Source: an optimization exercise on an open RTL-to-GDS flow (aim: small area). Production flows keep margins and buffers that such runs may drop.
In this exercise RTL edits were held to simulation tests only and were not proved equivalent to the original.
Power is estimated from default activity; no workload was simulated.

## flow/design.v

```verilog
package store_issue_pkg;
  localparam int line_bytes = 128;
  localparam int bank_bytes = 4;
  localparam int bank_count = line_bytes / bank_bytes;
  localparam int lane_bytes = 16;
  localparam int line_addr_w = 30;
  localparam int offset_w = $clog2(line_bytes);
  localparam int bank_w = $clog2(bank_count);
  localparam int size_w = 3;
  localparam int max_size_code = 4;
  typedef logic [line_addr_w-1:0] line_addr_t;
  typedef logic [offset_w-1:0] offset_t;
  typedef logic [size_w-1:0] size_t;
  typedef logic [bank_w-1:0] bank_t;
  typedef logic [bank_bytes-1:0] ben_t;
  typedef logic [lane_bytes*8-1:0] data_t;
  typedef logic [line_bytes-1:0] byte_mask_t;
endpackage
`timescale 1ns/1ps
module store_overlap_check (
  input  store_issue_pkg::line_addr_t req0_line,
  input  store_issue_pkg::offset_t    req0_offset,
  input  store_issue_pkg::offset_t    req0_last,
  input  store_issue_pkg::line_addr_t req1_line,
  input  store_issue_pkg::offset_t    req1_offset,
  input  store_issue_pkg::offset_t    req1_last,
  output logic                        conflict
);
  assign conflict = (req0_line == req1_line) &&
                    (req0_offset <= req1_last) && (req1_offset <= req0_last);
endmodule
`timescale 1ns/1ps
module byte_enable_gen (
  input  store_issue_pkg::offset_t offset,
  input  store_issue_pkg::offset_t last,
  output store_issue_pkg::ben_t    ben_begin,
  output store_issue_pkg::ben_t    ben_end
);
  localparam int byte_sel_w = $clog2(store_issue_pkg::bank_bytes);
  logic [byte_sel_w-1:0] first_byte;
  logic [byte_sel_w-1:0] last_byte;
  logic                  one_bank;
  assign first_byte = offset[byte_sel_w-1:0];
  assign last_byte = last[byte_sel_w-1:0];
  assign one_bank = (offset[store_issue_pkg::offset_w-1:byte_sel_w] ==
                     last[store_issue_pkg::offset_w-1:byte_sel_w]);
  always_comb begin
    for (int j = 0; j < store_issue_pkg::bank_bytes; j++) begin
      ben_begin[j] = (j >= first_byte) && (!one_bank || (j <= last_byte));
      ben_end[j] = (j <= last_byte) && (!one_bank || (j >= first_byte));
    end
  end
endmodule
`timescale 1ns/1ps
module store_data_align (
  input  logic [3:0]             shift,
  input  logic [3:0]             shift_n,
  input  store_issue_pkg::data_t data_in,
  output store_issue_pkg::data_t data_out
);
  store_issue_pkg::data_t rot1;
  store_issue_pkg::data_t rot2;
  store_issue_pkg::data_t rot3;
  assign rot1 = ({data_in[119:0], data_in[127:120]} & {128{shift[0]}}) |
                (data_in & {128{shift_n[0]}});
  assign rot2 = ({rot1[111:0], rot1[127:112]} & {128{shift[1]}}) |
                (rot1 & {128{shift_n[1]}});
  assign rot3 = ({rot2[95:0], rot2[127:96]} & {128{shift[2]}}) |
                (rot2 & {128{shift_n[2]}});
  assign data_out = ({rot3[63:0], rot3[127:64]} & {128{shift[3]}}) |
                    (rot3 & {128{shift_n[3]}});
endmodule
`timescale 1ns/1ps
module store_lane (
  input  logic                        clk,
  input  logic                        load,
  input  store_issue_pkg::line_addr_t line_in,
  input  store_issue_pkg::offset_t    offset_in,
  input  store_issue_pkg::offset_t    last_in,
  input  store_issue_pkg::data_t      data_in,
  output store_issue_pkg::line_addr_t line,
  output store_issue_pkg::bank_t      bank_begin,
  output store_issue_pkg::bank_t      bank_end,
  output store_issue_pkg::ben_t       ben_begin,
  output store_issue_pkg::ben_t       ben_end,
  output store_issue_pkg::data_t      data
);
  store_issue_pkg::offset_t offset_q;
  store_issue_pkg::offset_t last_q;
  logic [3:0]               shift_n_q;
  store_issue_pkg::data_t   data_q;
  always_ff @(posedge clk) begin
    if (load) begin
      line <= line_in;
      offset_q <= offset_in;
      last_q <= last_in;
      shift_n_q <= ~offset_in[3:0];
      data_q <= data_in;
    end
  end
  assign bank_begin = offset_q[6:2];
  assign bank_end = last_q[6:2];
  byte_enable_gen ben_gen (
    .offset    (offset_q),
    .last      (last_q),
    .ben_begin (ben_begin),
    .ben_end   (ben_end)
  );
  store_data_align data_align (
    .shift    (offset_q[3:0]),
    .shift_n  (shift_n_q),
    .data_in  (data_q),
    .data_out (data)
  );
endmodule
`timescale 1ns/1ps
module store_issue_ctrl (
  input  logic clk,
  input  logic rst,
  input  logic bus_hold,
  input  logic miss_hold,
  input  logic miss_pause,
  input  logic insert_data,
  input  logic req0_en,
  input  logic req1_en,
  input  logic conflict,
  output logic load1,
  output logic st0_en,
  output logic st1_en,
  output logic busy
);
  logic hold;
  logic accept;
  logic take0;
  logic take1;
  logic split;
  logic pending;
  assign hold = bus_hold | miss_hold | miss_pause | insert_data;
  assign accept = !pending && !hold;
  assign take0 = accept && req0_en;
  assign take1 = accept && req1_en;
  assign split = take0 && take1 && conflict;
  always_ff @(posedge clk) begin
    if (rst) begin
      st0_en <= 1'b0;
      st1_en <= 1'b0;
      pending <= 1'b0;
    end else begin
      st0_en <= take0;
      st1_en <= (take1 && !split) || (pending && !hold);
      pending <= split || (pending && hold);
    end
  end
  assign load1 = !pending;
  assign busy = pending;
endmodule
`timescale 1ns/1ps
module store_issue_top (
  input  logic                        clk,
  input  logic                        rst,
  input  logic                        bus_hold,
  input  logic                        miss_hold,
  input  logic                        miss_pause,
  input  logic                        insert_data,
  input  logic                        req0_en,
  input  store_issue_pkg::line_addr_t req0_line,
  input  store_issue_pkg::offset_t    req0_offset,
  input  store_issue_pkg::size_t      req0_size,
  input  store_issue_pkg::data_t      req0_data,
  input  logic                        req1_en,
  input  store_issue_pkg::line_addr_t req1_line,
  input  store_issue_pkg::offset_t    req1_offset,
  input  store_issue_pkg::size_t      req1_size,
  input  store_issue_pkg::data_t      req1_data,
  output logic                        busy,
  output logic                        st0_en,
  output store_issue_pkg::line_addr_t st0_line,
  output store_issue_pkg::bank_t      st0_bank_begin,
  output store_issue_pkg::bank_t      st0_bank_end,
  output store_issue_pkg::ben_t       st0_ben_begin,
  output store_issue_pkg::ben_t       st0_ben_end,
  output store_issue_pkg::data_t      st0_data,
  output logic                        st1_en,
  output store_issue_pkg::line_addr_t st1_line,
  output store_issue_pkg::bank_t      st1_bank_begin,
  output store_issue_pkg::bank_t      st1_bank_end,
  output store_issue_pkg::ben_t       st1_ben_begin,
  output store_issue_pkg::ben_t       st1_ben_end,
  output store_issue_pkg::data_t      st1_data
);
  logic conflict;
  logic load1;
  store_issue_pkg::offset_t last0;
  store_issue_pkg::offset_t last1;
  function automatic store_issue_pkg::offset_t last_byte(store_issue_pkg::offset_t offset,
                                                         store_issue_pkg::size_t size);
    last_byte = offset + store_issue_pkg::offset_t'((5'd1 << size[2:0]) - 5'd1);
  endfunction
  assign last0 = last_byte(req0_offset, req0_size);
  assign last1 = last_byte(req1_offset, req1_size);
  store_overlap_check overlap (
    .req0_line   (req0_line),
    .req0_offset (req0_offset),
    .req0_last   (last0),
    .req1_line   (req1_line),
    .req1_offset (req1_offset),
    .req1_last   (last1),
    .conflict    (conflict)
  );
  store_issue_ctrl ctrl (
    .clk         (clk),
    .rst         (rst),
    .bus_hold    (bus_hold),
    .miss_hold   (miss_hold),
    .miss_pause  (miss_pause),
    .insert_data (insert_data),
    .req0_en     (req0_en),
    .req1_en     (req1_en),
    .conflict    (conflict),
    .load1       (load1),
    .st0_en      (st0_en),
    .st1_en      (st1_en),
    .busy        (busy)
  );
  store_lane lane0 (
    .clk        (clk),
    .load       (1'b1),
    .line_in    (req0_line),
    .offset_in  (req0_offset),
    .last_in    (last0),
    .data_in    (req0_data),
    .line       (st0_line),
    .bank_begin (st0_bank_begin),
    .bank_end   (st0_bank_end),
    .ben_begin  (st0_ben_begin),
    .ben_end    (st0_ben_end),
    .data       (st0_data)
  );
  store_lane lane1 (
    .clk        (clk),
    .load       (load1),
    .line_in    (req1_line),
    .offset_in  (req1_offset),
    .last_in    (last1),
    .data_in    (req1_data),
    .line       (st1_line),
    .bank_begin (st1_bank_begin),
    .bank_end   (st1_bank_end),
    .ben_begin  (st1_ben_begin),
    .ben_end    (st1_ben_end),
    .data       (st1_data)
  );
endmodule
```

## flow/run.sh

```bash
#!/bin/bash
# synth_recipe.tcl (not shown) runs the flow's synth.tcl, then flattens the netlist and writes it again
# the make line also repeats each setting of config.mk as NAME=value (left out here)
make -C /OpenROAD-flow-scripts/flow DESIGN_CONFIG=/design/flow/config.mk WORK_HOME=/design/flow/orfs CLKGATE_MAP_FILE= SYNTH_SCRIPT=/design/flow/synth_recipe.tcl finish
```

## flow/config.mk

```make
export PLATFORM = sky130hd
export DESIGN_NAME = store_issue_top
export DESIGN_NICKNAME = store_issue_top
export VERILOG_FILES = /design/flow/design.v
export SDC_FILE = /design/flow/constraint.sdc
export NUM_CORES = 4
export LEC_CHECK = 0
export CAP_MARGIN = 20
export CORE_MARGIN = 2
export CORE_UTILIZATION = 20
export SLEW_MARGIN = 20
```

## flow/constraint.sdc

```tcl
create_clock -name core_clock -period 8.0 [get_ports {clk}]
set_input_delay 1.6000 -clock core_clock [delete_from_list [all_inputs] [get_ports {clk}]]
set_output_delay 1.6000 -clock core_clock [all_outputs]
set_load 0.01 [all_outputs]
```

==> results by group, run 1 <==
Cells and area
  • Final nets: 2767
  • Post-route cell area: 29300 sq um
  • Area Overhead vs Synth: 46.3%
  • Finished Layout Cells: 3730
  • Ratio of cells with drive above 1 in the final layout: 0.0706
  • Commonest non-fill, non-tap cell in the layout: clkdlybuf4s50_1
  • Commonest cells after routing, fill and taps aside: clkdlybuf4s50_1 (698), a22o_1 (512), o22ai_1 (258)

GRT
  • Vias in the first global route: 18700
  • Total congestion overflow: 0
  • Initial antenna violation count: 23
  • Total track usage: 0.198
  • First-pass GRT wire length: 144 mm
  • Pin count of the biggest net entering global routing: 135

Route
  • Routed wl met3: 8.98 mm
  • Via density: 5.29
  • 1st-iter DRT viols: 1833
  • Post-DRT Antenna Nets: 0
  • Routed len/inst: 28.7 microns
  • Vias after detailed routing: 19700
  • Top Metal Used: met5
  • Met2 Routed Length: 52.8 mm
  • Wl on met1: 38.3 mm
  • Final Routed Wirelength: 107 mm
  • DRC Markers: 0
  • Pre-antenna DRT Iters: 6

Timing
  • RSZ-0062 raised after global routing: no
  • Final hold vios: 0
  • Period utilization: 0.695
  • Relative slew slack: 0.281
  • Clk_skew: 18.0 ps
  • Fmax achieved: 180 MHz
  • Slew Viols, Final: 0
  • Setup TNS: 0 ps
  • Min Tclk post-route: 5560 ps
  • Final setup violation count: 0
  • Hold_ws: 690 ps
  • Least-Margin Pin Slew: 1080 ps

Yosys
  • Post-Synth Simple-Gate Area: 0.0158
  • Sequential share of the synthesized area: 0.443
  • Fraction of registers with async set or reset after synthesis: 0
  • Netlist cell types: 37
  • Warnings from Yosys: 4
  • Mapped Area: 20000 sq um
  • Xor and xnor area share after synthesis: 0.0236
  • Ys flop type: dfxtp_1
  • Syn nets: 2246
  • Synth Instances: 1864
  • Largest family of logic cells by synthesized area: compound AO/OA/AOI/OAI gates
  • Mux contribution to synthesized area: 0
  • Post-Synth Adder-Cell Area: 0.0245
  • Yosys reg bits: 355
  • EDFF count, synth: 176
  • Synthesized area per cell: 10.7 sq um
  • Compound-Gate Fraction of Synth Area: 0.425

CTS
  • Clock sink count: 355
  • Max H-tree Level: 2
  • PostCTS Resize Cnt: 0
  • CTS clk-pin slew, worst paths: 60 ps
  • Root Buffer Master: clkbuf_16
  • Clock latency (worst-skew pair): 620 ps
  • Post-CTS setup repair buffer count: 0
  • CTS max path bufs: 3
  • CTS tree: built
  • Number of buffers created by CTS: 46
  • CTS Hold Bufs: 0

Die
  • Rows: 116
  • # IOs: 699
  • Chip height: 320 microns
  • Die area: 103000 sq um
  • Initial core utilization: 0.201
  • Die W: 320 microns
  • Core ar.: 99700 sq um

Setup path
  • CP Class: reg -> out
  • Worst r2r src: ctrl.pending
  • R2R depth: 2
  • Critical path capture point: st1_data[114]
  • Critical Path Sink Type: output pin
  • WP data arrival: 3960 ps
  • Setup crit start kind: register
  • CP max FO: 77
  • Crit path launch: lane1.offset_q[2]
  • Critical Path RT: 6400 ps
  • R2r setup slk: 5610 ps
  • R2R Path End: lane1.data_q[48]

Place
  • Dpl cells: 3635
  • RD Place Congestion: 0.973
  • Port bufs: 698
  • Placed Area: 27700 sq um
  • HPWL Detailed: 86.3 mm

Min path
  • Worst hold path type: reg -> reg

Pwr
  • Power Density: 207 nW/um^2
  • Lkg Pwr: 10.8 nW
  • VDD IR-drop max: 143 uV

Outcome
  • Status: complete, no violations

Flow run
  • MaxCap Viol Count: 0
==> sequential cells by signal, indices dropped and copies added, names as in the netlist, 7 cells and up <==
| signal | flops |
|---|---|
| lane1.data_q | 128 |
| lane0.line | 30 |
| lane0.data_q | 128 |
| lane1.offset_q | 7 |
| lane0.last_q | 7 |
| lane0.offset_q | 7 |
| lane1.line | 30 |
| lane1.last_q | 7 |
==> Yosys cell counts (all sizes together), types with 10 or more instances <==
cell type	count	area [sq um]
clkbuf	148	556
a22oi	258	2220
xor2	10	87.6
o22ai	258	1610
ha	36	450
nand4	11	68.8
a21oi	15	75.1
xnor2	44	385
buf	100	592
inv	56	210
a22o	512	4480
dfxtp	179	3580
edfxtp	176	5290
==> stage by stage <==
step	power (mW)	worst slack [ps]	utilization
floorplan	3.01	3500	-
global placement	3.92	2690	0.278
detailed placement	3.93	2630	0.278
CTS	6.11	2540	0.294
global route	6.29	2320	0.294
finish	6.06	2440	0.294
==> worst min path at each step <==
stage                            start      endpoint  slack [ps]  depth (start not counted)
after floorplan           ctrl.pending  ctrl.pending         530                          2
after global placement    ctrl.pending  ctrl.pending         670                          2
after detailed placement  ctrl.pending  ctrl.pending         680                          2
after CTS                 ctrl.pending  ctrl.pending         690                          2
after global routing      ctrl.pending   ctrl.st0_en         730                          1
final                     ctrl.pending  ctrl.pending         690                          2
==> routing by layer <==
layer | track usage | vias to the layer above
li1 | - | 8793
met1 | 0.211 | 9628
met2 | 0.353 | 1068
met3 | 0.0552 | 244
met4 | 0.111 | 12
met5 | 0 | -
==> worst max-delay path, stage by stage (launching register included) <==
cell             delay [ps]
edfxtp_1                410
clkinv_2                770
buf_4                   630
o22ai_1                 620
a22o_1                  270
clkdlybuf4s50_1         560
==> where the power goes <==
part           internal (mW)  switching [mW]
combinational          0.872           0.887
clock                   1.27           0.879
sequential              2.02           0.130
==> cell type report <==
type | count | area [sq um]
Clock inverter | 24 | 235
Fill cell | 10300 | 70400
Timing Repair Buffer | 721 | 7180
Antenna cell | 10 | 25.0
Sequential cell | 355 | 8890
Clock buffer | 61 | 1320
Tap cell | 1298 | 1620
Multi-Input combinational cell | 1205 | 9790
Inverter | 56 | 220
==> cells by family (layout without fill, tap and decap cells) <==
logic type / after synthesis / after routing
simple gates: 53 / 53
buf+inv: 304 / 862
xor+xnor: 54 / 54
fa+ha+maj: 38 / 38
compound gates: 1060 / 1060
flops: 355 / 355
other cells: 0 / 10
==> inputs of run 2 (changes only) <==
--- a/flow/design.v
+++ b/flow/design.v
@@ -54,2 +54,24 @@
 `timescale 1ns/1ps
+module rotate_stage_n #(
+  parameter int bytes = 1
+) (
+  input  logic                   sel,
+  input  logic                   sel_n,
+  input  store_issue_pkg::data_t d,
+  output store_issue_pkg::data_t q_n
+);
+  assign q_n = ~(({d[127-8*bytes:0], d[127:128-8*bytes]} & {128{sel}}) |
+                 (d & {128{sel_n}}));
+endmodule
+module rotate_stage_p #(
+  parameter int bytes = 1
+) (
+  input  logic                   sel,
+  input  logic                   sel_n,
+  input  store_issue_pkg::data_t d_n,
+  output store_issue_pkg::data_t q
+);
+  assign q = ~(({d_n[127-8*bytes:0], d_n[127:128-8*bytes]} | {128{sel_n}}) &
+               (d_n | {128{sel}}));
+endmodule
 module store_data_align (
@@ -60,16 +82,14 @@
 );
-  store_issue_pkg::data_t rot1;
+  store_issue_pkg::data_t rot1_n;
   store_issue_pkg::data_t rot2;
-  store_issue_pkg::data_t rot3;
-  assign rot1 = ({data_in[119:0], data_in[127:120]} & {128{shift[0]}}) |
-                (data_in & {128{shift_n[0]}});
-  assign rot2 = ({rot1[111:0], rot1[127:112]} & {128{shift[1]}}) |
-                (rot1 & {128{shift_n[1]}});
-  assign rot3 = ({rot2[95:0], rot2[127:96]} & {128{shift[2]}}) |
-                (rot2 & {128{shift_n[2]}});
-  assign data_out = ({rot3[63:0], rot3[127:64]} & {128{shift[3]}}) |
-                    (rot3 & {128{shift_n[3]}});
-endmodule
-`timescale 1ns/1ps
-module store_lane (
+  store_issue_pkg::data_t rot3_n;
+  rotate_stage_n #(.bytes(1)) stage1 (.sel(shift[0]), .sel_n(shift_n[0]), .d(data_in), .q_n(rot1_n));
+  rotate_stage_p #(.bytes(2)) stage2 (.sel(shift[1]), .sel_n(shift_n[1]), .d_n(rot1_n), .q(rot2));
+  rotate_stage_n #(.bytes(4)) stage3 (.sel(shift[2]), .sel_n(shift_n[2]), .d(rot2), .q_n(rot3_n));
+  rotate_stage_p #(.bytes(8)) stage4 (.sel(shift[3]), .sel_n(shift_n[3]), .d_n(rot3_n), .q(data_out));
+endmodule
+`timescale 1ns/1ps
+module store_lane #(
+  parameter bit held = 1'b1
+) (
   input  logic                        clk,
@@ -92,3 +112,3 @@
   always_ff @(posedge clk) begin
-    if (load) begin
+    if (load || !held) begin
       line <= line_in;
@@ -224,3 +244,3 @@
   );
-  store_lane lane0 (
+  store_lane #(.held(1'b0)) lane0 (
     .clk        (clk),
@@ -238,3 +258,3 @@
   );
-  store_lane lane1 (
+  store_lane #(.held(1'b1)) lane1 (
     .clk        (clk),
--- a/flow/config.mk
+++ b/flow/config.mk
@@ -11 +11,2 @@
 export SLEW_MARGIN = 20
+export SYNTH_HIERARCHICAL = 1
==> run 2 against run 1 <==
Effect of this change: clock-buffer cell count shrank 12; combinational power shrank 4%; critical path depth grew 2; highest routed layer unchanged.
==> results by group, run 2 <==
Route
  • Pre-antenna DRT Iters: 6 (unchanged)
  • 1st-iter DRT viols: 2496 (was 1833)
  • Routed len/inst: 28.8 microns (was 28.7 microns)
  • DRC Markers: 0 (unchanged)
  • Routed wl met3: 12.3 mm (was 8.98 mm)
  • Final Routed Wirelength: 108 mm (was 107 mm)
  • Wl on met1: 40.5 mm (was 38.3 mm)
  • Top Metal Used: met5 (unchanged)
  • Post-DRT Antenna Nets: 0 (unchanged)
  • Vias after detailed routing: 20000 (was 19700)
  • Met2 Routed Length: 48.9 mm (was 52.8 mm)
  • Via density: 5.35 (was 5.29)

Die
  • Die W: 322 microns (was 320 microns)
  • Initial core utilization: 0.202 (was 0.201)
  • Rows: 116 (unchanged)
  • Chip height: 322 microns (was 320 microns)
  • Core ar.: 100000 sq um (was 99700 sq um)
  • Die area: 104000 sq um (was 103000 sq um)
  • # IOs: 699 (unchanged)

Yosys
  • Syn nets: 2262 (was 2246)
  • Warnings from Yosys: 11 (was 4)
  • Synth Instances: 1880 (was 1864)
  • Mapped Area: 20200 sq um (was 20000 sq um)
  • Synthesized area per cell: 10.7 sq um (about the same)

Pwr
  • Lkg Pwr: 9.76 nW (was 10.8 nW)
  • VDD IR-drop max: 165 uV (was 143 uV)
  • Power Density: 214 nW/um^2 (was 207 nW/um^2)

Cells and area
  • Commonest cells after routing, fill and taps aside: clkdlybuf4s50_1 (698), o22ai_1 (514), a22oi_1 (510) (was clkdlybuf4s50_1 (698), a22o_1 (512), o22ai_1 (258))
  • Final Util: 0.282 (was 0.294)
  • Commonest non-fill, non-tap cell in the layout: clkdlybuf4s50_1 (unchanged)
  • Ratio of cells with drive above 1 in the final layout: 0.0516 (was 0.0706)
  • Area Overhead vs Synth: 39.8% (was 46.3%)
  • Final nets: 2787 (was 2767)

Setup path
  • CP Class: reg -> out (unchanged)
  • Critical Path Sink Type: output pin (unchanged)
  • R2r setup slk: 6040 ps (was 5610 ps)
  • WP data arrival: 4140 ps (was 3960 ps)
  • Setup crit start kind: register (unchanged)
  • Worst r2r src: ctrl.pending (unchanged)
  • R2R depth: 2 (unchanged)
  • Critical Path RT: 6400 ps (about the same)
  • CP max FO: 68 (was 77)
  • R2R Path End: lane1.data_q[71] (was lane1.data_q[48])

CTS
  • Clock sink count: 355 (unchanged)
  • CTS tree: built (unchanged)
  • PostCTS Resize Cnt: 0 (unchanged)
  • CTS max path bufs: 3 (unchanged)
  • Root Buffer Master: clkbuf_16 (unchanged)
  • Post-CTS setup repair buffer count: 0 (unchanged)
  • Clock latency (worst-skew pair): 610 ps (was 620 ps)
  • Max H-tree Level: 2 (unchanged)
  • CTS clk-pin slew, worst paths: 60 ps (about the same)
  • Number of buffers created by CTS: 45 (was 46)
  • CTS Hold Bufs: 0 (unchanged)

Timing
  • Period utilization: 0.717 (was 0.695)
  • Fmax achieved: 174 MHz (was 180 MHz)
  • Slew Viols, Final: 0 (unchanged)
  • Min Tclk post-route: 5740 ps (was 5560 ps)
  • Clk_skew: 16.1 ps (was 18.0 ps)
  • Setup TNS: 0 ps (unchanged)
  • Final setup violation count: 0 (unchanged)
  • RSZ-0062 raised after global routing: no (unchanged)
  • Least-Margin Pin Slew: 956 ps (was 1080 ps)
  • Final hold vios: 0 (unchanged)
  • Relative slew slack: 0.363 (was 0.281)

GRT
  • Total congestion overflow: 0 (unchanged)
  • Vias in the first global route: 18600 (was 18700)
  • Pin count of the biggest net entering global routing: 135 (unchanged)
  • First-pass GRT wire length: 145 mm (was 144 mm)
  • Initial antenna violation count: 25 (was 23)
  • Total track usage: 0.197 (was 0.198)

Min path
  • Worst Hold Depth: 2 (unchanged)
  • Hold EP: ctrl.pending (unchanged)
  • Worst hold path type: reg -> reg (unchanged)
  • HP Start: ctrl.pending (unchanged)

Outcome
  • Status: complete, no violations (unchanged)

Place
  • RD Place Congestion: 0.996 (was 0.973)
  • HPWL Detailed: 86.3 mm (about the same)
  • Port bufs: 698 (unchanged)

Flow run
  • MaxCap Viol Count: 0 (unchanged)
run 2: per-stage QoR:
step,power (mW),instances,cell area [sq um],setup slack [ps],hold slack (ps)
3_5_place_dp,3.86,3656,26700,2290,620
3_3_place_gp,3.85,3656,26700,2310,622
5_1_grt,6.26,3740,28200,2150,665
6_report,6.03,3744,28200,2260,628
4_1_cts,6.07,3738,28200,2320,630
2_1_floorplan,3.02,1880,20200,3140,530
run 2: worst max-delay path by stage:
stage	startpoint	to	slack [ps]	cells past startpoint
after floorplan	req1_size[1]	ctrl.pending	3140	17
after global placement	req1_size[0]	ctrl.pending	2310	18
after detailed placement	req1_size[0]	ctrl.pending	2290	18
after CTS	lane0.offset_q[0]	st0_data[39]	2320	6
after global routing	lane1.shift_n_q[0]	st1_data[73]	2150	7
final	lane1.shift_n_q[0]	st1_data[73]	2260	7
run 2: where the power goes:
part	internal [mW]	leakage, nW	switching (mW)
clock	1.26	0.744	0.926
combinational	0.798	5.64	0.892
sequential	2.02	3.38	0.138
total	4.08	9.76	1.96
run 2: worst max-delay path: stages (launching register included):
cell and delay [ps]:
edfxtp_1 320, buf_4 500, buf_4 670, a22oi_1 310, o22ai_1 570, a22oi_1 240, o22ai_1 270, clkdlybuf4s50_1 600
run 2: per-layer routing:
metal	global-route usage	vias up
met5	0	-
met4	0.0987	28
met3	0.0694	254
met2	0.315	1250
met1	0.232	9611
li1	-	8887
run 2: layout make-up:
cell class | instances | area [sq um]
Clock inverter | 33 | 399
Clock buffer | 49 | 1160
Antenna cell | 6 | 15.0
Fill cell | 10500 | 71900
Tap cell | 1298 | 1620
Inverter | 61 | 234
Multi-Input combinational cell | 1220 | 8720
Sequential cell | 355 | 8900
Timing Repair Buffer | 722 | 7190
==> inputs of run 3 (changes only) <==
==> flow/flow/run.sh (new file) <==
#!/bin/bash
# Standard ORFS layout with two changes: port buffers use the smallest buffer
# cell, and clock tree synthesis adds no dummy loads.
set -euo pipefail
bash standard.sh \
  "BUFFER_PORTS_ARGS=-buffer_cell sky130_fd_sc_hd__buf_1" \
  "CTS_ARGS=-sink_clustering_enable -repair_clock_nets -dont_use_dummy_load -buf_list sky130_fd_sc_hd__clkbuf_4" \
  finish > flow_make.log 2>&1
==> flow/standard.sh (new file) <==
#!/bin/bash
# synth_recipe.tcl (not shown) runs the flow's synth.tcl, then flattens the netlist and writes it again
# the make line also repeats each setting of config.mk as NAME=value (left out here)
make -C /OpenROAD-flow-scripts/flow DESIGN_CONFIG=/design/flow/config.mk WORK_HOME=/design/flow/orfs CLKGATE_MAP_FILE= SYNTH_SCRIPT=/design/flow/synth_recipe.tcl "${@:-finish}"
removed: flow/run.sh
==> run 3 against run 2 <==
Effect of this change: flip-flop and latch count unchanged; clock skew increased by 33 ps; cell count increased by 0.61%; setup slack improved by 250 ps; total power decreased by 20%; critical path depth unchanged; synthesized area unchanged; die area unchanged; utilization decreased by 5.1 points; via count increased by 2.3%; highest routed layer unchanged.
==> results by group, run 3 <==
Timing
  • Clk_skew: 49.6 ps (was 16.1 ps)
  • Relative slew slack: 0.228 (was 0.363)
  • Hold_ws: 631 ps (was 628 ps)
  • RSZ-0062 raised after global routing: no (unchanged)
  • Setup TNS: 0 ps (unchanged)
  • Fmax achieved: 182 MHz (was 174 MHz)
  • Least-Margin Pin Slew: 1160 ps (was 956 ps)
  • Min Tclk post-route: 5490 ps (was 5740 ps)
  • Period utilization: 0.686 (was 0.717)
  • Final hold vios: 0 (unchanged)
  • Slew Viols, Final: 0 (unchanged)
  • Final setup violation count: 0 (unchanged)

Pwr
  • Combinational share of power: 0.279 (was 0.280)
  • Sequential share of power: 0.446 (was 0.358)
  • NetSw: 1.79 mW (was 1.96 mW)
  • Clock share of power: 0.275 (was 0.362)
  • VDD IR-drop max: 129 uV (was 165 uV)
  • Sw frac: 0.370 (was 0.324)
  • Lkg Pwr: 7.64 nW (was 9.76 nW)
  • P_int: 3.04 mW (was 4.08 mW)
  • Total power: 4.83 mW (was 6.03 mW)
  • Power Density: 209 nW/um^2 (was 214 nW/um^2)

Route
  • Final Routed Wirelength: 107 mm (was 108 mm)
  • Pre-antenna DRT Iters: 7 (was 6)
  • Post-DRT Antenna Nets: 0 (unchanged)
  • 1st-iter DRT viols: 2838 (was 2496)
  • Vias after detailed routing: 20500 (was 20000)
  • DRC Markers: 0 (unchanged)
  • Via density: 5.44 (was 5.35)
  • Routed len/inst: 28.3 microns (was 28.8 microns)

Setup path
  • Critical Path RT: 6400 ps (about the same)
  • Critical Path Sink Type: output pin (unchanged)
  • Setup crit start kind: register (unchanged)
  • CP Class: reg -> out (unchanged)
  • WP data arrival: 3890 ps (was 4140 ps)
  • R2R depth: 2 (unchanged)
  • CP max FO: 102 (was 68)
  • R2r setup slk: 6020 ps (was 6040 ps)

Yosys
  • Warnings from Yosys: 11 (unchanged)
  • Synthesized area per cell: 10.7 sq um (unchanged)
  • Mapped Area: 20200 sq um (unchanged)
  • Syn nets: 2262 (unchanged)
  • Synth Instances: 1880 (unchanged)

Outcome
  • Status: complete, no violations (unchanged)

Die
  • Rows: 116 (unchanged)
  • Die W: 322 microns (unchanged)
  • Chip height: 322 microns (unchanged)
  • Initial core utilization: 0.202 (unchanged)
  • Core ar.: 100000 sq um (unchanged)
  • # IOs: 699 (unchanged)
  • Die area: 104000 sq um (unchanged)

Cells and area
  • Finished Layout Cells: 3767 (was 3744)
  • Final nets: 2846 (was 2787)
  • Multi-input gate area: 8720 sq um (unchanged)
  • FF+latch area: 8900 sq um (unchanged)
  • Ratio of cells with drive above 1 in the final layout: 0.0630 (was 0.0516)
  • Fill count: 11100 (was 10500)
  • Final Util: 0.231 (was 0.282)
  • Area Overhead vs Synth: 14.3% (was 39.8%)
  • Commonest cells after routing, fill and taps aside: buf_1 (698), o22ai_1 (514), a22oi_1 (510) (was clkdlybuf4s50_1 (698), o22ai_1 (514), a22oi_1 (510))
  • Commonest non-fill, non-tap cell in the layout: buf_1 (was clkdlybuf4s50_1)

GRT
  • Pin count of the biggest net entering global routing: 133 (was 135)
  • Total congestion overflow: 0 (unchanged)
  • Total track usage: 0.194 (was 0.197)
  • Initial antenna violation count: 24 (was 25)
  • First-pass GRT wire length: 142 mm (was 145 mm)
  • Vias in the first global route: 18500 (was 18600)

Place
  • RD Place Congestion: 0.970 (was 0.996)
  • Dpl cells: 3657 (was 3656)
  • Port bufs: 698 (unchanged)
  • HPWL Detailed: 85.6 mm (was 86.3 mm)

CTS
  • Clock sink count: 355 (unchanged)
  • Root Buffer Master: clkbuf_4 (was clkbuf_16)
  • Number of buffers created by CTS: 103 (was 45)
  • Max H-tree Level: 3 (was 2)
  • CTS tree: built (unchanged)
  • CTS max path bufs: 3 (unchanged)
  • Clock latency (worst-skew pair): 890 ps (was 610 ps)
  • CTS clk-pin slew, worst paths: 60 ps (about the same)
  • Post-CTS setup repair buffer count: 0 (unchanged)
  • PostCTS Resize Cnt: 0 (unchanged)
  • CTS Hold Bufs: 0 (unchanged)

Min path
  • Worst Hold Depth: 2 (unchanged)
  • Worst hold path type: reg -> reg (unchanged)

Flow run
  • MaxCap Viol Count: 0 (unchanged)
run 3: stage by stage:
| stage | instance area (sq um) | setup slack (ps) |
|---|---|---|
| 2_1_floorplan | 20200 | 3140 |
| 3_3_place_gp | 22300 | 2610 |
| 3_5_place_dp | 22300 | 2610 |
| 4_1_cts | 23100 | 2430 |
| 5_1_grt | 23100 | 2220 |
| 6_report | 23100 | 2510 |
run 3: worst paths after layout:
check / from / endpoint
max reg2reg: ctrl.pending / lane1.data_q[45]
max: lane1.shift_n_q[0] / st1_data[57]
min reg2reg: ctrl.pending / ctrl.pending
min: ctrl.pending / ctrl.pending
run 3: critical path, stage by stage, from the launching register on:
cell      delay (ps)
edfxtp_1         320
buf_4            270
buf_4            810
a22oi_1          420
o22ai_1          370
a22oi_1          190
o22ai_1          440
buf_1            200
run 3: final cells by class:
class | count | area share
diodes | 7 | 0.000758
inverters | 61 | 0.0101
multi-input cells | 1220 | 0.378
flip-flops and latches | 355 | 0.385
well taps | 1298 | 0.0703
repair buffers | 723 | 0.123
clock buffers | 103 | 0.0335
run 3: power groups by stage:
stage	logic, mW	clock network (mW)	registers, mW
2_1_floorplan	0.908	0	2.11
3_3_place_gp	1.32	0	2.19
3_5_place_dp	1.33	0	2.19
4_1_cts	1.33	1.39	2.15
5_1_grt	1.44	1.47	2.16
6_report	1.35	1.33	2.16
run 3: layer usage:
metal | up-vias | routed length [microns] | track usage
li1 | 8978 | - | -
met1 | 9717 | 40300 | 0.232
met2 | 1488 | 47800 | 0.304
met3 | 292 | 12600 | 0.0689
met4 | 24 | 6000 | 0.103
met5 | - | 145 | 0
==> inputs of run 4 (changes only) <==
==> flow/flow/run.sh (replaced) <==
#!/bin/bash
# Standard ORFS layout with two changes: port buffers use the smallest buffer
# cell, and clock tree synthesis adds no dummy loads.
set -euo pipefail
bash standard.sh \
  "BUFFER_PORTS_ARGS=-buffer_cell sky130_fd_sc_hd__buf_1" \
  "CTS_ARGS=-sink_clustering_enable -repair_clock_nets -dont_use_dummy_load -buf_list sky130_fd_sc_hd__clkbuf_8" \
  finish > flow_make.log 2>&1
==> run 4 against run 3 <==
Effect of this change: setup slack better by 210 ps; sequential power about the same; non-clock buffer count is the same; synthesized cell count stayed put; critical path depth did not move; clock-buffer cell count down 32; flip-flop and latch count unchanged; global-route usage is essentially flat; clock power up 17%.
==> results by group, run 4 <==
Route
  • DRC Markers: 0 (unchanged)
  • Post-DRT Antenna Nets: 0 (unchanged)
  • 1st-iter DRT viols: 3113 (was 2838)
  • Final Routed Wirelength: 107 mm (about the same)
  • Vias after detailed routing: 20300 (was 20500)
  • Pre-antenna DRT Iters: 8 (was 7)
  • Routed len/inst: 28.6 microns (was 28.3 microns)
  • Via density: 5.43 (was 5.44)

CTS
  • PostCTS Resize Cnt: 0 (unchanged)
  • CTS clk-pin slew, worst paths: 50 ps (was 60 ps)
  • Clock latency (worst-skew pair): 680 ps (was 890 ps)
  • CTS tree: built (unchanged)
  • CTS max path bufs: 3 (unchanged)
  • CTS Hold Bufs: 0 (unchanged)
  • Post-CTS setup repair buffer count: 0 (unchanged)
  • Clock sink count: 355 (unchanged)
  • Root Buffer Master: clkbuf_8 (was clkbuf_4)
  • Max H-tree Level: 3 (unchanged)
  • Number of buffers created by CTS: 71 (was 103)

Setup path
  • CP max FO: 102 (unchanged)
  • Worst r2r src: ctrl.pending (unchanged)
  • Setup crit start kind: register (unchanged)
  • R2r setup slk: 5990 ps (was 6020 ps)
  • CP bufs+invs: 3 (unchanged)
  • Critical path's slowest cell: buf_4 (unchanged)
  • R2R Path End: lane1.data_q[62] (was lane1.data_q[45])
  • Critical Path RT: 6400 ps (about the same)
  • CP cell instances: buf_4 -> buf_4 -> a22oi_1 -> o22ai_1 -> a22oi_1 -> o22ai_1 -> buf_1 (unchanged)
  • Number of cells on the critical path: 7 (unchanged)
  • Critical Path Sink Type: output pin (unchanged)
  • Worst path top cell family by delay: compound AO/OA/AOI/OAI gates (unchanged)
  • R2R depth: 2 (unchanged)
  • CP peak stage delay: 810 ps (about the same)
  • CP Class: reg -> out (unchanged)
  • WP data arrival: 3680 ps (was 3890 ps)

Timing
  • RSZ-0062 raised after global routing: no (unchanged)
  • Relative slew slack: 0.230 (was 0.228)
  • Period utilization: 0.659 (was 0.686)
  • Fmax achieved: 190 MHz (was 182 MHz)
  • Final WS setup: 2720 ps (was 2510 ps)
  • Clk_skew: 49.3 ps (was 49.6 ps)
  • Final hold vios: 0 (unchanged)
  • Min Tclk post-route: 5280 ps (was 5490 ps)
  • Final setup violation count: 0 (unchanged)
  • Least-Margin Pin Slew: 1160 ps (about the same)
  • Slew Viols, Final: 0 (unchanged)
  • Setup TNS: 0 ps (unchanged)

Pwr
  • VDD IR-drop max: 143 uV (was 129 uV)
  • Power Density: 217 nW/um^2 (was 209 nW/um^2)
  • Total power: 5.06 mW (was 4.83 mW)
  • Lkg Pwr: 7.67 nW (was 7.64 nW)

Die
  • Die W: 322 microns (unchanged)
  • # IOs: 699 (unchanged)
  • Die area: 104000 sq um (unchanged)
  • Rows: 116 (unchanged)
  • Chip height: 322 microns (unchanged)
  • Core ar.: 100000 sq um (unchanged)
  • Initial core utilization: 0.202 (unchanged)

GRT
  • Pin count of the biggest net entering global routing: 133 (unchanged)
  • Total congestion overflow: 0 (unchanged)
  • Total track usage: 0.194 (about the same)
  • Vias in the first global route: 18300 (was 18500)
  • Initial antenna violation count: 30 (was 24)
  • First-pass GRT wire length: 142 mm (about the same)

Min path
  • Worst hold path type: reg -> reg (unchanged)
  • Worst Hold Depth: 2 (unchanged)
  • HP Start: ctrl.pending (unchanged)
  • Hold EP: ctrl.pending (unchanged)

Cells and area
  • Final nets: 2814 (was 2846)
  • Final Util: 0.233 (was 0.231)
  • Finished Layout Cells: 3736 (was 3767)
  • Commonest cells after routing, fill and taps aside: buf_1 (698), o22ai_1 (514), a22oi_1 (510) (unchanged)
  • Ratio of cells with drive above 1 in the final layout: 0.0506 (was 0.0630)
  • Area Overhead vs Synth: 15.3% (was 14.3%)
  • Commonest non-fill, non-tap cell in the layout: buf_1 (unchanged)

Place
  • RD Place Congestion: 0.970 (unchanged)
  • Dpl cells: 3657 (unchanged)
  • HPWL Detailed: 85.6 mm (unchanged)
  • Port bufs: 698 (unchanged)
  • Pre-CTS setup slack: 2610 ps (unchanged)

Flow run
  • MaxCap Viol Count: 0 (unchanged)

Outcome
  • Status: complete, no violations (unchanged)

Yosys
  • Synth Instances: 1880 (unchanged)
  • Syn nets: 2262 (unchanged)
  • Synthesized area per cell: 10.7 sq um (unchanged)
  • Mapped Area: 20200 sq um (unchanged)
  • Warnings from Yosys: 11 (unchanged)
[run 4: through the flow]
stage / cell area (sq um) / hold WS [ps]
6_report: 23300 / 642
5_1_grt: 23300 / 696
4_1_cts: 23300 / 640
3_5_place_dp: 22300 / 632
3_3_place_gp: 22300 / 626
2_1_floorplan: 20200 / 530
[run 4: worst min-delay path, cell delays in order, from the launching register on]
cell	delay, ps
dfxtp_1	420
nand2_1	130
a21oi_2	50
[run 4: area by class of cell]
type	count	area, sq um
Timing Repair Buffer	723	2830
Clock buffer	71	977
Multi-Input combinational cell	1220	8720
Inverter	61	234
Sequential cell	355	8900
Tap cell	1298	1620
Antenna cell	8	20.0
Fill cell	11000	76800
[run 4: worst max-delay path by stage]
| stage | startpoint | endpoint | slack (ps) |
|---|---|---|---|
| after floorplan | req1_size[1] | ctrl.pending | 3140 |
| after global placement | req1_size[0] | ctrl.pending | 2610 |
| after detailed placement | req1_size[0] | ctrl.pending | 2610 |
| after CTS | lane1.shift_n_q[0] | st1_data[121] | 2720 |
| after global routing | lane1.shift_n_q[0] | st1_data[57] | 2520 |
| final | lane1.shift_n_q[0] | st1_data[121] | 2720 |
[run 4: power breakdown]
part | internal (mW) | total [mW] | switching (mW)
Clock | 0.778 | 1.55 | 0.772
Combinational | 0.446 | 1.35 | 0.904
Sequential | 2.02 | 2.16 | 0.134
Total | 3.25 | 5.06 | 1.81
[run 4: per-layer routing]
| layer | wire (microns) | track usage |
|---|---|---|
| met5 | 215 | 0 |
| met2 | 47700 | 0.305 |
| met1 | 40800 | 0.236 |
| met4 | 6010 | 0.101 |
| met3 | 12200 | 0.0643 |
==> inputs of run 5 (changes only) <==
==> flow/flow/run.sh (replaced) <==
#!/bin/bash
# Standard ORFS layout with two changes: port buffers use the smallest buffer
# cell, and clock tree synthesis adds no dummy loads.
set -euo pipefail
bash standard.sh \
  "BUFFER_PORTS_ARGS=-buffer_cell sky130_fd_sc_hd__buf_1" \
  "CTS_ARGS=-sink_clustering_enable -repair_clock_nets -dont_use_dummy_load" \
  finish > flow_make.log 2>&1
==> run 5 against run 4 <==
Effect of this change: synthesized area unchanged; synthesized cell count did not move; clock-buffer cell count decreased by 25; design area rose by 0.75%; worst hold slack gained 8.8 ps; clock skew up 1.7 ps; register-to-register slack improved by 20 ps; critical path depth did not move; global-route usage is 0.16 points lower; die area is the same; sequential share of layout area shrank 0.28 points; flip-flop and latch count did not move.
==> results by group, run 5 <==
GRT
  • Pin count of the biggest net entering global routing: 133 (unchanged)
  • Total congestion overflow: 0 (unchanged)
  • Initial antenna violation count: 28 (was 30)
  • Vias in the first global route: 18000 (was 18300)
  • First-pass GRT wire length: 141 mm (was 142 mm)
  • Total track usage: 0.193 (was 0.194)

CTS
  • CTS Hold Bufs: 0 (unchanged)
  • Root Buffer Master: clkbuf_16 (was clkbuf_8)
  • Max H-tree Level: 2 (was 3)
  • CTS tree: built (unchanged)
  • CTS max path bufs: 3 (unchanged)
  • Clock sink count: 355 (unchanged)
  • CTS clk-pin slew, worst paths: 60 ps (was 50 ps)
  • Clock latency (worst-skew pair): 590 ps (was 680 ps)
  • PostCTS Resize Cnt: 0 (unchanged)
  • Post-CTS setup repair buffer count: 0 (unchanged)
  • Number of buffers created by CTS: 46 (was 71)

Min path
  • Worst hold path type: reg -> reg (unchanged)
  • HP Start: ctrl.pending (unchanged)

Yosys
  • Warnings from Yosys: 11 (unchanged)
  • Syn nets: 2262 (unchanged)
  • Mapped Area: 20200 sq um (unchanged)
  • Synthesized area per cell: 10.7 sq um (unchanged)
  • Synth Instances: 1880 (unchanged)

Route
  • Via density: 5.44 (was 5.43)
  • Vias after detailed routing: 20200 (was 20300)
  • Routed len/inst: 28.7 microns (was 28.6 microns)
  • Pre-antenna DRT Iters: 8 (unchanged)
  • Post-DRT Antenna Nets: 0 (unchanged)
  • Final Routed Wirelength: 106 mm (was 107 mm)
  • DRC Markers: 0 (unchanged)
  • 1st-iter DRT viols: 2808 (was 3113)

Die
  • Chip height: 322 microns (unchanged)
  • Die area: 104000 sq um (unchanged)
  • Core ar.: 100000 sq um (unchanged)
  • Rows: 116 (unchanged)
  • Die W: 322 microns (unchanged)
  • # IOs: 699 (unchanged)
  • Initial core utilization: 0.202 (unchanged)

Cells and area
  • Ratio of cells with drive above 1 in the final layout: 0.0407 (was 0.0506)
  • Final nets: 2789 (was 2814)
  • Multi-input gate area: 8720 sq um (unchanged)
  • Fill count: 11000 (about the same)
  • Commonest non-fill, non-tap cell in the layout: buf_1 (unchanged)
  • FF+latch area: 8900 sq um (unchanged)
  • Commonest cells after routing, fill and taps aside: buf_1 (698), o22ai_1 (514), a22oi_1 (510) (unchanged)
  • Area Overhead vs Synth: 16.2% (was 15.3%)

Timing
  • Relative slew slack: 0.234 (was 0.230)
  • Final WS setup: 2730 ps (was 2720 ps)
  • Final hold vios: 0 (unchanged)
  • Final setup violation count: 0 (unchanged)
  • Setup TNS: 0 ps (unchanged)
  • Min Tclk post-route: 5270 ps (was 5280 ps)
  • Fmax achieved: 190 MHz (about the same)
  • Least-Margin Pin Slew: 1150 ps (was 1160 ps)
  • Clk_skew: 51.0 ps (was 49.3 ps)
  • Slew Viols, Final: 0 (unchanged)
  • RSZ-0062 raised after global routing: no (unchanged)
  • Hold_ws: 651 ps (was 642 ps)
  • Period utilization: 0.659 (about the same)

Pwr
  • Power Density: 225 nW/um^2 (was 217 nW/um^2)
  • VDD IR-drop max: 159 uV (was 143 uV)
  • Lkg Pwr: 7.73 nW (was 7.67 nW)

Setup path
  • CP max FO: 102 (unchanged)
  • Critical Path Sink Type: output pin (unchanged)
  • Crit path launch: lane1.shift_n_q[0] (unchanged)
  • Setup crit start kind: register (unchanged)
  • WP data arrival: 3670 ps (was 3680 ps)
  • CP Class: reg -> out (unchanged)
  • Worst r2r src: ctrl.pending (unchanged)
  • Critical Path RT: 6400 ps (about the same)

Place
  • Port bufs: 698 (unchanged)
  • HPWL Detailed: 85.6 mm (unchanged)
  • RD Place Congestion: 0.970 (unchanged)
  • Pre-CTS setup slack: 2610 ps (unchanged)

Flow run
  • MaxCap Viol Count: 0 (unchanged)

Outcome
  • Status: complete, no violations (unchanged)
==> run 5: through the flow <==
| stage | area, sq um | total power [mW] | instances | util |
|---|---|---|---|---|
| final | 23500 | 5.28 | 3711 | 0.235 |
| after global placement | 22300 | 3.51 | 3657 | 0.223 |
| after CTS | 23500 | 5.31 | 3703 | 0.234 |
| after global routing | 23500 | 5.49 | 3705 | 0.234 |
| after floorplan | 20200 | 3.02 | 1880 | - |
| after detailed placement | 22300 | 3.52 | 3657 | 0.223 |
==> run 5: area by class of cell <==
type,count,area share
sequential,355,0.379
multi-input combinational,1220,0.371
timing repair buffer,723,0.121
tap,1298,0.0692
clock buffer,46,0.0490
inverter,61,0.00996
antenna,8,0.000852
==> run 5: final timing paths <==
kind,cells past startpoint,endpoint,slack (ps)
worst min-delay path,2,ctrl.pending,650
worst min register to register,2,ctrl.pending,650
worst max register to register,2,lane1.data_q[30],6010
worst max-delay path,7,st1_data[57],2730
==> run 5: per-layer routing <==
layer  vias to the layer above  share of wire  track usage
met2                      1372           0.45        0.305
met1                      9670           0.39        0.235
met3                       260           0.11       0.0616
li1                       8845              -            -
met5                         -         0.0017            0
met4                        28          0.053       0.0944
==> run 5: power by group <==
| part | internal [mW] | total, mW | switching (mW) |
|---|---|---|---|
| sequential | 2.02 | 2.16 | 0.135 |
| combinational | 0.446 | 1.35 | 0.903 |
| clock | 1.00 | 1.78 | 0.777 |
==> run 5: critical path: stages, from the launching register on <==
cell,delay [ps]
edfxtp_1,310
buf_4,270
buf_4,820
a22oi_1,440
o22ai_1,370
a22oi_1,200
o22ai_1,450
buf_1,200
==> inputs of run 6 (changes only) <==
--- a/flow/design.v
+++ b/flow/design.v
@@ -28,20 +28,45 @@
 );
+  logic [store_issue_pkg::offset_w:0] ge0;
+  logic [store_issue_pkg::offset_w:0] ge1;
+  assign ge0[0] = 1'b1;
+  assign ge1[0] = 1'b1;
+  for (genvar k = 0; k < store_issue_pkg::offset_w; k++) begin : cmp
+    assign ge0[k+1] = (req1_last[k] ^ req0_offset[k]) ? req1_last[k] : ge0[k];
+    assign ge1[k+1] = (req0_last[k] ^ req1_offset[k]) ? req0_last[k] : ge1[k];
+  end
   assign conflict = (req0_line == req1_line) &&
-                    (req0_offset <= req1_last) && (req1_offset <= req0_last);
-endmodule
-`timescale 1ns/1ps
+                    ge0[store_issue_pkg::offset_w] && ge1[store_issue_pkg::offset_w];
+endmodule
+`timescale 1ns/1ps
+module store_span (
+  input  store_issue_pkg::offset_t offset,
+  input  store_issue_pkg::size_t   size,
+  output store_issue_pkg::offset_t last
+);
+  logic [3:0] mask;
+  logic [7:0] carry;
+  assign mask = {size >= 3'd4, size >= 3'd3, size >= 3'd2, size >= 3'd1};
+  assign carry[0] = 1'b0;
+  for (genvar k = 0; k < 7; k++) begin : add
+    if (k < 4) begin : low
+      assign carry[k+1] = mask[k] ? (offset[k] | carry[k]) : (offset[k] & carry[k]);
+      assign last[k] = offset[k] ^ mask[k] ^ carry[k];
+    end else begin : high
+      assign carry[k+1] = offset[k] & carry[k];
+      assign last[k] = offset[k] ^ carry[k];
+    end
+  end
+endmodule
 module byte_enable_gen (
-  input  store_issue_pkg::offset_t offset,
-  input  store_issue_pkg::offset_t last,
-  output store_issue_pkg::ben_t    ben_begin,
-  output store_issue_pkg::ben_t    ben_end
-);
-  localparam int byte_sel_w = $clog2(store_issue_pkg::bank_bytes);
-  logic [byte_sel_w-1:0] first_byte;
-  logic [byte_sel_w-1:0] last_byte;
-  logic                  one_bank;
-  assign first_byte = offset[byte_sel_w-1:0];
-  assign last_byte = last[byte_sel_w-1:0];
-  assign one_bank = (offset[store_issue_pkg::offset_w-1:byte_sel_w] ==
-                     last[store_issue_pkg::offset_w-1:byte_sel_w]);
+  input  logic [1:0]             first_byte,
+  input  store_issue_pkg::size_t size,
+  output store_issue_pkg::ben_t  ben_begin,
+  output store_issue_pkg::ben_t  ben_end
+);
+  logic [1:0] mask;
+  logic [1:0] last_byte;
+  logic       one_bank;
+  assign mask = {size >= 3'd2, size >= 3'd1};
+  assign last_byte = first_byte + mask;
+  assign one_bank = (size <= 3'd2) && ({1'b0, first_byte} + {1'b0, mask} < 3'd4);
   always_comb begin
@@ -95,3 +120,4 @@
   input  logic                        clk,
-  input  logic                        load,
+  input  logic                        keep,
+  input  logic                        keep_n,
   input  store_issue_pkg::line_addr_t line_in,
@@ -99,2 +125,3 @@
   input  store_issue_pkg::offset_t    last_in,
+  input  store_issue_pkg::size_t      size_in,
   input  store_issue_pkg::data_t      data_in,
@@ -107,26 +134,30 @@
 );
+  localparam int w = 30 + 7 + 5 + 3 + 128;
   store_issue_pkg::offset_t offset_q;
-  store_issue_pkg::offset_t last_q;
-  logic [3:0]               shift_n_q;
+  store_issue_pkg::size_t   size_q;
   store_issue_pkg::data_t   data_q;
+  logic [w-1:0]             next;
+  logic [w-1:0]             now;
+  assign now = {line, offset_q, bank_end, size_q, data_q};
+  if (held) begin : hold
+    assign next = ({line_in, offset_in, last_in[6:2], size_in, data_in} & {w{keep_n}}) |
+                  (now & {w{keep}});
+  end else begin : follow
+    assign next = {line_in, offset_in, last_in[6:2], size_in, data_in};
+  end
   always_ff @(posedge clk) begin
-    if (load || !held) begin
-      line <= line_in;
-      offset_q <= offset_in;
-      last_q <= last_in;
-      shift_n_q <= ~offset_in[3:0];
-      data_q <= data_in;
-    end
+    {line, offset_q, bank_end, size_q, data_q} <= next;
   end
   assign bank_begin = offset_q[6:2];
-  assign bank_end = last_q[6:2];
   byte_enable_gen ben_gen (
-    .offset    (offset_q),
-    .last      (last_q),
-    .ben_begin (ben_begin),
-    .ben_end   (ben_end)
-  );
+    .first_byte (offset_q[1:0]),
+    .size       (size_q),
+    .ben_begin  (ben_begin),
+    .ben_end    (ben_end)
+  );
+  logic [3:0] shift_n;
+  assign shift_n = ~offset_q[3:0];
   store_data_align data_align (
     .shift    (offset_q[3:0]),
-    .shift_n  (shift_n_q),
+    .shift_n  (shift_n),
     .data_in  (data_q),
@@ -146,3 +177,4 @@
   input  logic conflict,
-  output logic load1,
+  output logic keep1,
+  output logic keep1_n,
   output logic st0_en,
@@ -157,2 +189,3 @@
   logic pending;
+  logic pending_next;
   assign hold = bus_hold | miss_hold | miss_pause | insert_data;
@@ -162,2 +195,3 @@
   assign split = take0 && take1 && conflict;
+  assign pending_next = split || (pending && hold);
   always_ff @(posedge clk) begin
@@ -170,6 +204,7 @@
       st1_en <= (take1 && !split) || (pending && !hold);
-      pending <= split || (pending && hold);
+      pending <= pending_next;
     end
   end
-  assign load1 = !pending;
+  assign keep1 = pending;
+  assign keep1_n = !pending;
   assign busy = pending;
@@ -211,11 +246,16 @@
   logic conflict;
-  logic load1;
+  logic keep1;
+  logic keep1_n;
   store_issue_pkg::offset_t last0;
   store_issue_pkg::offset_t last1;
-  function automatic store_issue_pkg::offset_t last_byte(store_issue_pkg::offset_t offset,
-                                                         store_issue_pkg::size_t size);
-    last_byte = offset + store_issue_pkg::offset_t'((5'd1 << size[2:0]) - 5'd1);
-  endfunction
-  assign last0 = last_byte(req0_offset, req0_size);
-  assign last1 = last_byte(req1_offset, req1_size);
+  store_span span0 (
+    .offset (req0_offset),
+    .size   (req0_size),
+    .last   (last0)
+  );
+  store_span span1 (
+    .offset (req1_offset),
+    .size   (req1_size),
+    .last   (last1)
+  );
   store_overlap_check overlap (
@@ -239,3 +279,4 @@
     .conflict    (conflict),
-    .load1       (load1),
+    .keep1       (keep1),
+    .keep1_n     (keep1_n),
     .st0_en      (st0_en),
@@ -245,29 +286,33 @@
   store_lane #(.held(1'b0)) lane0 (
-    .clk        (clk),
-    .load       (1'b1),
-    .line_in    (req0_line),
-    .offset_in  (req0_offset),
-    .last_in    (last0),
-    .data_in    (req0_data),
-    .line       (st0_line),
-    .bank_begin (st0_bank_begin),
-    .bank_end   (st0_bank_end),
-    .ben_begin  (st0_ben_begin),
-    .ben_end    (st0_ben_end),
-    .data       (st0_data)
+    .clk          (clk),
+    .keep         (1'b0),
+    .keep_n       (1'b1),
+    .line_in      (req0_line),
+    .offset_in    (req0_offset),
+    .last_in      (last0),
+    .size_in      (req0_size),
+    .data_in      (req0_data),
+    .line         (st0_line),
+    .bank_begin   (st0_bank_begin),
+    .bank_end     (st0_bank_end),
+    .ben_begin    (st0_ben_begin),
+    .ben_end      (st0_ben_end),
+    .data         (st0_data)
   );
   store_lane #(.held(1'b1)) lane1 (
-    .clk        (clk),
-    .load       (load1),
-    .line_in    (req1_line),
-    .offset_in  (req1_offset),
-    .last_in    (last1),
-    .data_in    (req1_data),
-    .line       (st1_line),
-    .bank_begin (st1_bank_begin),
-    .bank_end   (st1_bank_end),
-    .ben_begin  (st1_ben_begin),
-    .ben_end    (st1_ben_end),
-    .data       (st1_data)
-  );
-endmodule
+    .clk          (clk),
+    .keep         (keep1),
+    .keep_n       (keep1_n),
+    .line_in      (req1_line),
+    .offset_in    (req1_offset),
+    .last_in      (last1),
+    .size_in      (req1_size),
+    .data_in      (req1_data),
+    .line         (st1_line),
+    .bank_begin   (st1_bank_begin),
+    .bank_end     (st1_bank_end),
+    .ben_begin    (st1_ben_begin),
+    .ben_end      (st1_ben_end),
+    .data         (st1_data)
+  );
+endmodule
--- a/flow/flow/run.sh
+++ b/flow/flow/run.sh
@@ -6,3 +6,3 @@
   "BUFFER_PORTS_ARGS=-buffer_cell sky130_fd_sc_hd__buf_1" \
-  "CTS_ARGS=-sink_clustering_enable -repair_clock_nets -dont_use_dummy_load" \
+  "CTS_ARGS=-sink_clustering_enable -repair_clock_nets -dont_use_dummy_load -buf_list sky130_fd_sc_hd__clkbuf_4" \
   finish > flow_make.log 2>&1
==> run 6 against run 5 <==
Effect of this change: still clean on timing, DRC and antenna; fmax is 23% lower; utilization is 0.66 points lower; global-route usage is 1.6 points higher; die area is 3.2% lower; synthesized cell count is 5.7% higher; critical path depth stayed put.
==> results by group, run 6 <==
Outcome
  • Status: complete, no violations (unchanged)

Route
  • DRC Markers: 0 (unchanged)
  • 1st-iter DRT viols: 3080 (was 2808)
  • Pre-antenna DRT Iters: 7 (was 8)
  • Final Routed Wirelength: 111 mm (was 106 mm)
  • Via density: 5.59 (was 5.44)
  • Routed len/inst: 29.1 microns (was 28.7 microns)
  • Vias after detailed routing: 21400 (was 20200)
  • Post-DRT Antenna Nets: 0 (unchanged)

Setup path
  • R2R Path End: lane1.data_q[45] (was lane1.data_q[30])
  • Critical Path RT: 6400 ps (about the same)
  • Worst r2r src: ctrl.pending (unchanged)
  • CP Class: reg -> out (unchanged)
  • R2R depth: 3 (was 2)
  • R2r setup slk: 5450 ps (was 6010 ps)
  • WP data arrival: 5220 ps (was 3670 ps)
  • Setup crit start kind: register (unchanged)
  • Critical Path Sink Type: output pin (unchanged)
  • CP max FO: 67 (was 102)

GRT
  • Total track usage: 0.208 (was 0.193)
  • Initial antenna violation count: 17 (was 28)
  • Vias in the first global route: 19500 (was 18000)
  • First-pass GRT wire length: 148 mm (was 141 mm)
  • Total congestion overflow: 0 (unchanged)
  • Pin count of the biggest net entering global routing: 114 (was 133)

Timing
  • Min Tclk post-route: 6820 ps (was 5270 ps)
  • Clk_skew: 109 ps (was 51.0 ps)
  • RSZ-0062 raised after global routing: no (unchanged)
  • Least-Margin Pin Slew: 1200 ps (was 1150 ps)
  • Slew Viols, Final: 0 (unchanged)
  • Setup TNS: 0 ps (unchanged)
  • Final setup violation count: 0 (unchanged)
  • Fmax achieved: 147 MHz (was 190 MHz)
  • Period utilization: 0.853 (was 0.659)
  • Relative slew slack: 0.200 (was 0.234)
  • Final hold vios: 0 (unchanged)

Min path
  • Hold EP: lane1.line[20] (was ctrl.pending)
  • Worst Hold Depth: 1 (was 2)
  • HP Start: lane1.line[20] (was ctrl.pending)
  • Worst hold path type: reg -> reg (unchanged)

CTS
  • CTS max path bufs: 3 (unchanged)
  • CTS tree: built (unchanged)
  • Number of buffers created by CTS: 104 (was 46)
  • Post-CTS setup repair buffer count: 0 (unchanged)
  • Clock sink count: 349 (was 355)
  • Max H-tree Level: 3 (was 2)
  • Clock latency (worst-skew pair): 950 ps (was 590 ps)
  • CTS clk-pin slew, worst paths: 60 ps (about the same)
  • Root Buffer Master: clkbuf_4 (was clkbuf_16)
  • CTS Hold Bufs: 0 (unchanged)
  • PostCTS Resize Cnt: 0 (unchanged)

Yosys
  • Synth Instances: 1988 (was 1880)
  • Warnings from Yosys: 10 (was 11)
  • Mapped Area: 19600 sq um (was 20200 sq um)
  • Synthesized area per cell: 9.84 sq um (was 10.7 sq um)
  • Syn nets: 2344 (was 2262)

Cells and area
  • Commonest non-fill, non-tap cell in the layout: buf_1 (unchanged)
  • Post-route cell area: 22100 sq um (was 23500 sq um)
  • Multi-input gate area: 9740 sq um (was 8720 sq um)
  • Finished Layout Cells: 3823 (was 3711)
  • Fill count: 10800 (was 11000)
  • Ratio of cells with drive above 1 in the final layout: 0.0656 (was 0.0407)
  • Final nets: 2902 (was 2789)
  • Commonest cells after routing, fill and taps aside: buf_1 (698), a22oi_1 (516), o22ai_1 (516) (was buf_1 (698), o22ai_1 (514), a22oi_1 (510))
  • Area Overhead vs Synth: 12.8% (was 16.2%)
  • FF+latch area: 7020 sq um (was 8900 sq um)

Die
  • Rows: 114 (was 116)
  • Die area: 100000 sq um (was 104000 sq um)
  • Chip height: 317 microns (was 322 microns)
  • # IOs: 699 (unchanged)
  • Core ar.: 96900 sq um (was 100000 sq um)
  • Initial core utilization: 0.202 (about the same)
  • Die W: 317 microns (was 322 microns)

Place
  • Placed Area: 21300 sq um (was 22300 sq um)
  • Port bufs: 698 (unchanged)
  • Dpl cells: 3716 (was 3657)
  • RD Place Congestion: 1.02 (was 0.970)
  • HPWL Detailed: 86.9 mm (was 85.6 mm)

Pwr
  • Lkg Pwr: 7.34 nW (was 7.73 nW)
  • Power Density: 209 nW/um^2 (was 225 nW/um^2)
  • VDD IR-drop max: 82.2 uV (was 159 uV)

Flow run
  • MaxCap Viol Count: 0 (unchanged)
run 6: worst max path at each step:
| stage | start | to | slack (ps) | cells after the start |
|---|---|---|---|---|
| after floorplan | req1_size[2] | ctrl.pending | 3310 | 16 |
| after global placement | req0_size[2] | ctrl.pending | 2500 | 17 |
| after detailed placement | req0_size[2] | ctrl.pending | 2400 | 17 |
| after CTS | lane0.offset_q[0] | st0_data[11] | 1610 | 7 |
| after global routing | lane0.offset_q[0] | st0_data[110] | 1110 | 7 |
| final | lane0.offset_q[0] | st0_data[110] | 1180 | 7 |
run 6: critical path, cell delays in order, from the launching register on:
cell      delay, ps
dfxtp_4         780
clkinv_2        940
buf_4           540
a22oi_1         980
o22ai_1         260
a22oi_1         300
o22ai_1         250
buf_1           200
run 6: cell type report:
type	count	area share
antenna	3	0.000340
multi-input combinational	1343	0.441
timing repair buffer	725	0.128
clock buffer	104	0.0354
inverter	23	0.00459
tap	1276	0.0723
sequential	349	0.318
run 6: per-layer routing:
metal | wire length (microns) | vias up | global-route usage
met5 | 59 | - | 0
met4 | 8610 | 8 | 0.151
met3 | 8870 | 311 | 0.0413
met2 | 53000 | 1467 | 0.355
met1 | 40800 | 10200 | 0.232
li1 | - | 9397 | -
run 6: report_power, final:
part           internal, mW  switching, mW  total, mW  leakage (nW)
clock network         0.581          0.748       1.33         0.478
registers              1.84          0.132       1.97          2.95
logic                 0.431          0.871       1.30          3.92
total                  2.85           1.75       4.60          7.34
run 6: per-stage QoR:
step / hold WS (ps) / setup WS (ps) / util / power, mW
2_1_floorplan: 440 / 3310 / - / 2.77
3_3_place_gp: 453 / 2500 / 0.220 / 3.27
3_5_place_dp: 451 / 2400 / 0.220 / 3.27
4_1_cts: 470 / 1610 / 0.228 / 4.64
5_1_grt: 483 / 1110 / 0.228 / 4.82
6_report: 464 / 1180 / 0.228 / 4.60
==> inputs of run 7 (changes only) <==
--- a/flow/config.mk
+++ b/flow/config.mk
@@ -9,3 +9,3 @@
 export CORE_MARGIN = 2
-export CORE_UTILIZATION = 20
+export CORE_UTILIZATION = 35
 export SLEW_MARGIN = 20
==> run 7 against run 6 <==
Effect of this change: flip-flop and latch count is the same; clock power shrank 7%; first-iteration DRC count shrank 2.7%; clock skew shrank 24 ps; sequential share of layout area grew 1.1 points; utilization grew 16 points; clock-buffer cell count shrank 7; largest cell class unchanged.
==> results by group, run 7 <==
Setup path
  • CP max FO: 73 (was 67)
  • CP cell instances: clkinv_2 -> buf_4 -> a22oi_1 -> o22ai_1 -> a22oi_1 -> o22ai_1 -> buf_1 (unchanged)
  • CP bufs+invs: 3 (unchanged)
  • R2r setup slk: 4770 ps (was 5450 ps)
  • CP peak stage delay: 920 ps (was 980 ps)
  • Critical Path RT: 6400 ps (about the same)
  • R2R depth: 4 (was 3)
  • Worst path top cell family by delay: buffers and inverters (was compound AO/OA/AOI/OAI gates)
  • R2R Path End: lane1.data_q[81] (was lane1.data_q[45])
  • WP data arrival: 4750 ps (was 5220 ps)
  • Critical path's slowest cell: clkinv_2 (was a22oi_1)
  • Worst r2r src: ctrl.pending (unchanged)

Timing
  • Final hold vios: 0 (unchanged)
  • Relative slew slack: 0.300 (was 0.200)
  • Final setup violation count: 0 (unchanged)
  • RSZ-0062 raised after global routing: no (unchanged)
  • Period utilization: 0.793 (was 0.853)
  • Min Tclk post-route: 6350 ps (was 6820 ps)
  • Fmax achieved: 158 MHz (was 147 MHz)
  • Clk_skew: 84.5 ps (was 109 ps)

Route
  • 1st-iter DRT viols: 2998 (was 3080)
  • Vias after detailed routing: 21500 (was 21400)
  • Routed len/inst: 30.6 microns (was 29.1 microns)
  • Post-DRT Antenna Nets: 0 (unchanged)
  • Final Routed Wirelength: 101 mm (was 111 mm)
  • Via density: 6.54 (was 5.59)
  • Pre-antenna DRT Iters: 7 (unchanged)

Min path
  • Worst Hold Depth: 1 (unchanged)
  • HP Start: lane1.bank_end[1] (was lane1.line[20])
  • Worst hold path type: reg -> reg (unchanged)
  • Hold EP: lane1.bank_end[1] (was lane1.line[20])

Place
  • Placed Area: 20600 sq um (was 21300 sq um)
  • HPWL Detailed: 78.2 mm (was 86.9 mm)
  • Dpl cells: 3182 (was 3716)
  • Port bufs: 698 (unchanged)
  • RD Place Congestion: 1.07 (was 1.02)

Yosys
  • Warnings from Yosys: 10 (unchanged)
  • Synth Instances: 1988 (unchanged)
  • Syn nets: 2344 (unchanged)

CTS
  • Clock sink count: 349 (unchanged)
  • Root Buffer Master: clkbuf_4 (unchanged)
  • PostCTS Resize Cnt: 0 (unchanged)
  • Clock latency (worst-skew pair): 840 ps (was 950 ps)
  • Max H-tree Level: 3 (unchanged)
  • Post-CTS setup repair buffer count: 0 (unchanged)
  • CTS tree: built (unchanged)
  • CTS max path bufs: 3 (unchanged)
  • CTS Hold Bufs: 0 (unchanged)

Cells and area
  • Area Overhead vs Synth: 9.10% (was 12.8%)
  • Commonest cells after routing, fill and taps aside: buf_1 (698), a22oi_1 (516), o22ai_1 (516) (unchanged)
  • Multi-input gate area: 9740 sq um (unchanged)
  • Ratio of cells with drive above 1 in the final layout: 0.0608 (was 0.0656)
  • FF+latch area: 7020 sq um (unchanged)
  • Finished Layout Cells: 3293 (was 3823)
  • Final nets: 2889 (was 2902)
  • Fill count: 5801 (was 10800)
  • Commonest non-fill, non-tap cell in the layout: buf_1 (unchanged)

Die
  • Chip height: 240 microns (was 317 microns)
  • Core ar.: 55200 sq um (was 96900 sq um)
  • Die area: 57800 sq um (was 100000 sq um)
  • Rows: 86 (was 114)
  • # IOs: 699 (unchanged)

Pwr
  • Lkg Pwr: 7.28 nW (was 7.34 nW)
  • Power Density: 210 nW/um^2 (was 209 nW/um^2)

GRT
  • Vias in the first global route: 19300 (was 19500)
  • Initial antenna violation count: 20 (was 17)
  • Total congestion overflow: 0 (unchanged)
  • First-pass GRT wire length: 136 mm (was 148 mm)
  • Total track usage: 0.328 (was 0.208)

Outcome
  • Status: complete, no violations (unchanged)

Flow run
  • MaxCap Viol Count: 0 (unchanged)
-- run 7: cell types whose count changed in the layout (fill, tap and decap cells not counted), sizes merged --
cell | previous run | this run
diode | 3 | 14
clkbuf | 104 | 97
buf | 725 | 719
-- run 7: layout make-up --
class / instances / share of cell area
well taps: 748 / 0.0439
repair buffers: 719 / 0.130
inverters: 23 / 0.00463
diodes: 14 / 0.00164
flip-flops and latches: 349 / 0.329
multi-input cells: 1343 / 0.456
clock buffers: 97 / 0.0341
-- run 7: per-stage QoR --
step	setup WS, ps	utilization
after floorplan	3310	-
after global placement	2680	0.373
after detailed placement	2640	0.373
after CTS	1890	0.386
after global routing	1440	0.386
final	1650	0.387
-- run 7: routing by layer --
metal | routed length (microns) | vias up | global-route usage
li1 | - | 9370 | -
met5 | 59 | - | 0
met1 | 38400 | 10300 | 0.404
met3 | 10800 | 304 | 0.0902
met2 | 43800 | 1582 | 0.491
met4 | 7850 | 12 | 0.240
-- run 7: power by group --
group,switching [mW],internal (mW),total (mW)
clock network,0.695,0.545,1.24
logic,0.849,0.429,1.28
registers,0.123,1.84,1.96
total,1.67,2.81,4.48
-- run 7: worst max-delay path by stage --
stage	cells past startpoint	endpoint	slack (ps)	startpoint
after CTS	7	st0_data[75]	1890	lane0.offset_q[0]
final	7	st0_data[96]	1650	lane0.offset_q[0]
after floorplan	16	ctrl.pending	3310	req1_size[2]
after detailed placement	17	ctrl.pending	2640	req1_size[2]
after global placement	17	ctrl.pending	2680	req1_size[2]
after global routing	7	st0_data[0]	1440	lane0.offset_q[0]

Setup slack of run 7, layout unchanged: 1.654 ns with ideal ports, 1.595 ns with driving cells assumed (clock clkbuf_16, inputs buf_2), 2.455 ns with port delays also shifted by the 0.860 ns mid clock arrival.
